What follows belongs to an exercise in optimizing a design on an open flow for small area, a short achievable clock period and few clock cycles per item; a production flow would make more cautious choices.
Only simulation tests tie the RTL to the original design; equivalence was not proved.

Setup of v6:
==> flow/design.v (excerpt) <==
module raycast_floor_texel_mapper_unit (
   input  logic        clock,
   input  logic        reset,
   input  logic        req_valid,
   output logic        req_ready,
   input  logic        req_func,
   input  logic [9:0]  req_column,
   input  logic [9:0]  req_start_row,
   input  logic        req_side,
   input  logic [1:0]  req_dir_x_sign,
   input  logic [1:0]  req_dir_y_sign,
   input  logic [5:0]  req_map_x,
   input  logic [5:0]  req_map_y,
   input  logic [15:0] req_wall_frac,
   input  logic [23:0] req_wall_dist,
   output logic        rsp_valid,
   input  logic        rsp_ready,
   output logic [9:0]  rsp_out_column,
   output logic [9:0]  rsp_floor_row,
   output logic [10:0] rsp_sky_row,
   output logic [9:0]  rsp_tex_x,
   output logic [9:0]  rsp_tex_y,
   output logic        rsp_last,
   input  logic        csr_we,
   input  logic [2:0]  csr_index,
   input  logic [21:0] csr_wdata
);
   localparam int N1 = 14;    
   localparam int N2 = 18;    
   localparam logic [N1-1:0] CUT1 = 14'h3FFF;
   localparam logic [N2-1:0] CUT2 = 18'h3FFFF;
   logic [10:0] screen_rows_ff;
   logic [21:0] cam_x_ff, cam_y_ff;
   logic [10:0] tex_width_ff, tex_height_ff;
   logic [10:0] h;
   logic [1:0][23:0] sl_dist;
   logic [1:0][22:0] sl_px, sl_py;
   logic [1:0][9:0]  sl_col, sl_y0;
   logic [1:0][9:0]  sl_row;      
   logic [1:0]       sl_fresh;    
   logic        live_ff, slot_ff;
   logic [10:0] y_ff;           
   logic        accept, setup_go, row_go, n_issue;
   logic [10:0] y, y_next;
   logic        row_ok;
   logic        blocked;
   logic        rp_active, rp_slot;
   logic [9:0]  rp_row;
   logic        rp_end;
   logic        arrive, out_free, drop_now, load;
   logic        iss_v, iss_tag;
   logic [10:0] iss_y;
   logic [11:0] d_val;
  ...
Settings: LEC_CHECK=0, CAP_MARGIN=20, CORE_MARGIN=2, CORE_UTILIZATION=45, PLACE_DENSITY=0.6, SLEW_MARGIN=20; clock period 5.0 ns.
run.sh (not shown) runs the stock make flow with config.mk's settings and CLKGATE_MAP_FILE= SYNTH_SCRIPT=/design/flow/synth_recipe.tcl, a recipe that flattens the netlist after the stock synthesis.
Having completed the whole flow, v6 delivered a layout that passed the timing, DRC and antenna checks.
Testbench counts of v6, summed over its fixed seeds: cycles 18,918, items 18,465.
#### Input delta (v7 over v6)
--- a/flow/design.v
+++ b/flow/design.v
@@ -72,21 +72,21 @@
    output logic [9:0]  rsp_floor_row,
    output logic [10:0] rsp_sky_row,
    output logic [9:0]  rsp_tex_x,
    output logic [9:0]  rsp_tex_y,
    output logic        rsp_last,
    input  logic        csr_we,
    input  logic [2:0]  csr_index,
    input  logic [21:0] csr_wdata
 );
-   localparam int N1 = 14;    
+   localparam int N1 = 27;    
    localparam int N2 = 18;    
-   localparam logic [N1-1:0] CUT1 = 14'h3FFF;
+   localparam logic [N1-1:0] CUT1 = 27'h7FFFFFA;
    localparam logic [N2-1:0] CUT2 = 18'h3FFFF;
    logic [10:0] screen_rows_ff;
    logic [21:0] cam_x_ff, cam_y_ff;
    logic [10:0] tex_width_ff, tex_height_ff;
    logic [10:0] h;
    logic [1:0][23:0] sl_dist;
    logic [1:0][22:0] sl_px, sl_py;
    logic [1:0][9:0]  sl_col, sl_y0;
    logic [1:0][9:0]  sl_row;      
@@ -211,55 +211,40 @@
          i_v <= iss_v;
       end
    end
    always_ff @(posedge clock) begin
       i_tag   <= iss_tag;
       i_d     <= (d_val[11] || d_val == '0) ? 10'd0 : d_val[9:0];
    end
    logic [N1:0]        a1_v, a1_tag;
    logic [N1:0][9:0]   a1_d, a1_r;
-   logic [N1:0][27:0]  a1_q;
+   logic [N1:0][26:0]  a1_q;
    logic [N1:0]        a1_b0, a1_b1;    
-   logic [27:0]        num1;
-   assign num1 = {1'b0, h, 16'b0};
+   logic [26:0]        num1;
+   assign num1 = {h, 16'b0};
    assign a1_v[0]     = i_v;
    assign a1_tag[0]   = i_tag;
    assign a1_d[0]     = i_d;
    assign a1_r[0]     = '0;
    assign a1_q[0]     = '0;
    assign a1_b0[0]    = 1'b0;
    assign a1_b1[0]    = 1'b0;
    for (genvar k = 0; k < N1; k++) begin : g_div1
-      localparam logic [9:0] MASK_IN  = (k >= 5) ? 10'h3FF : 10'((1 << (2 * k)) - 1);
-      localparam logic [9:0] MASK_OUT = (k >= 4) ? 10'h3FF : 10'((1 << (2 * k + 2)) - 1);
-      logic [11:0] trial;
-      logic [12:0] t1, t2, t3;
+      localparam logic [9:0] MASK_IN  = (k >= 10) ? 10'h3FF : 10'((1 << k) - 1);
+      localparam logic [9:0] MASK_OUT = (k >= 9)  ? 10'h3FF : 10'((1 << (k + 1)) - 1);
+      logic [10:0] trial;
+      logic [11:0] t1;
       logic [9:0]  r_n;
-      logic [1:0]  q_n;
-      assign trial = {a1_r[k] & MASK_IN, num1[27-2*k -: 2]};
-      assign t1    = {1'b0, trial} - {3'b000, a1_d[k]};
-      assign t2    = {1'b0, trial} - {2'b00, a1_d[k], 1'b0};
-      assign t3    = {1'b0, trial} - {3'b000, a1_d[k]} - {2'b00, a1_d[k], 1'b0};
-      always_comb begin
-         if (!t3[12]) begin
-            q_n = 2'd3;
-            r_n = t3[9:0];
-         end else if (!t2[12]) begin
-            q_n = 2'd2;
-            r_n = t2[9:0];
-         end else if (!t1[12]) begin
-            q_n = 2'd1;
-            r_n = t1[9:0];
-         end else begin
-            q_n = 2'd0;
-            r_n = trial[9:0];
-         end
-      end
+      logic        q_n;
+      assign trial = {a1_r[k] & MASK_IN, num1[26-k]};
+      assign t1    = {1'b0, trial} - {2'b00, a1_d[k]};
+      assign q_n   = !t1[11];
+      assign r_n   = q_n ? t1[9:0] : trial[9:0];
       if (CUT1[k]) begin : g_reg
          logic        v, tag;
          logic [9:0]  d, r;
          logic [27:0] q;
          always_ff @(posedge clock) begin
             if (reset || drop_now) begin
                v <= 1'b0;
             end else begin
                v <= a1_v[k];
@@ -288,25 +273,28 @@
          assign a1_q[k+1]     = {a1_q[k][25:0], q_n};
          assign a1_b0[k+1]    = 1'b0;
          assign a1_b1[k+1]    = 1'b0;
       end
    end
    logic [N2:0]        a2_v, a2_tag, a2_sat, a2_x;
    logic [N2:0][23:0]  a2_r;
    logic [N2:0][17:0]  a2_q;
    logic [N2:0]        a2_b0, a2_b1;
-   logic [27:0]        dist1;
+   logic [26:0]        dist1;
    logic [25:0]        sat_dif;
    assign dist1       = a1_q[N1];
-   assign sat_dif     = {1'b0, dist1[26:2]} - {2'b00, a1_tag[N1] ? sl_dist[1] : sl_dist[0]};
+   logic               sat1_ff;
+   assign sat_dif     = {1'b0, a1_q[N1-1][25:1]} - {2'b00, a1_tag[N1-1] ? sl_dist[1] : sl_dist[0]};
+   always_ff @(posedge clock)
+      sat1_ff <= !sat_dif[25];
    assign a2_v[0]     = a1_v[N1];
    assign a2_tag[0]   = a1_tag[N1];
-   assign a2_sat[0]   = !sat_dif[25];
+   assign a2_sat[0]   = sat1_ff;
    assign a2_r[0]     = dist1[25:2];
    assign a2_q[0]     = '0;
    assign a2_x[0]     = dist1[0];
    assign a2_b0[0]    = 1'b0;
    assign a2_b1[0]    = 1'b0;
    for (genvar k = 0; k < N2; k++) begin : g_div2
       logic [23:0] dv;
       logic [24:0] trial;
       logic [25:0] t1;
[summary]
Summary of the comparison: number of signal-net inverters in the final layout is higher in v7, relative to v6. Comparing v7 with v6, the share of cells above drive strength 1 came out essentially unchanged. Diff v6 -> v7: area of the mapped netlist has increased; path length in cells of the critical path down 3. v7 vs. v6: instance count of the mapped netlist has decreased; multi-input logic portion of the cell area lower; post-layout minimum cycle time now sits lower. In the final reports, the cell area of v7 is larger than that of v6. Proportion of cell area spent on the clock network for v7: 0.57 points up relative to v6. v7 ends up with a switching part of the total that is 3.0 points lower than in v6. Compared with v6, highest clock frequency the design can meet in v7 increased by a few percent.
Testbench counts of v7, summed over its fixed seeds: cycles 19,039, items 18,465.

what the ideal ports hide:
In the flow no input, the clock included, has a driving cell. The finished layouts below were timed again as built, in two steps.
Step 1, drivers: a clkbuf_16 drives clock and a buf_2 each remaining input, both assumed.
Step 2 also shifts input and output timing later by t, the mid clock arrival at the registers, as if the neighbouring blocks saw the same clock.
a / b / c = ideal / step 1 / step 2; a / b = the first two.
run | shift t [ns] | setup WS [ns] | worst data-port slew with drivers (ns)
v6 | 0.966 | 0.335 / 0.335 / 0.335 | 0.14
v7 | 0.996 | 0.462 / 0.462 / 0.156 | 0.16
After both steps setup and hold are still met in every run listed. The setup slack of v7, which loses most, moves by 0.000 ns with the drivers and by -0.306 ns with both steps.
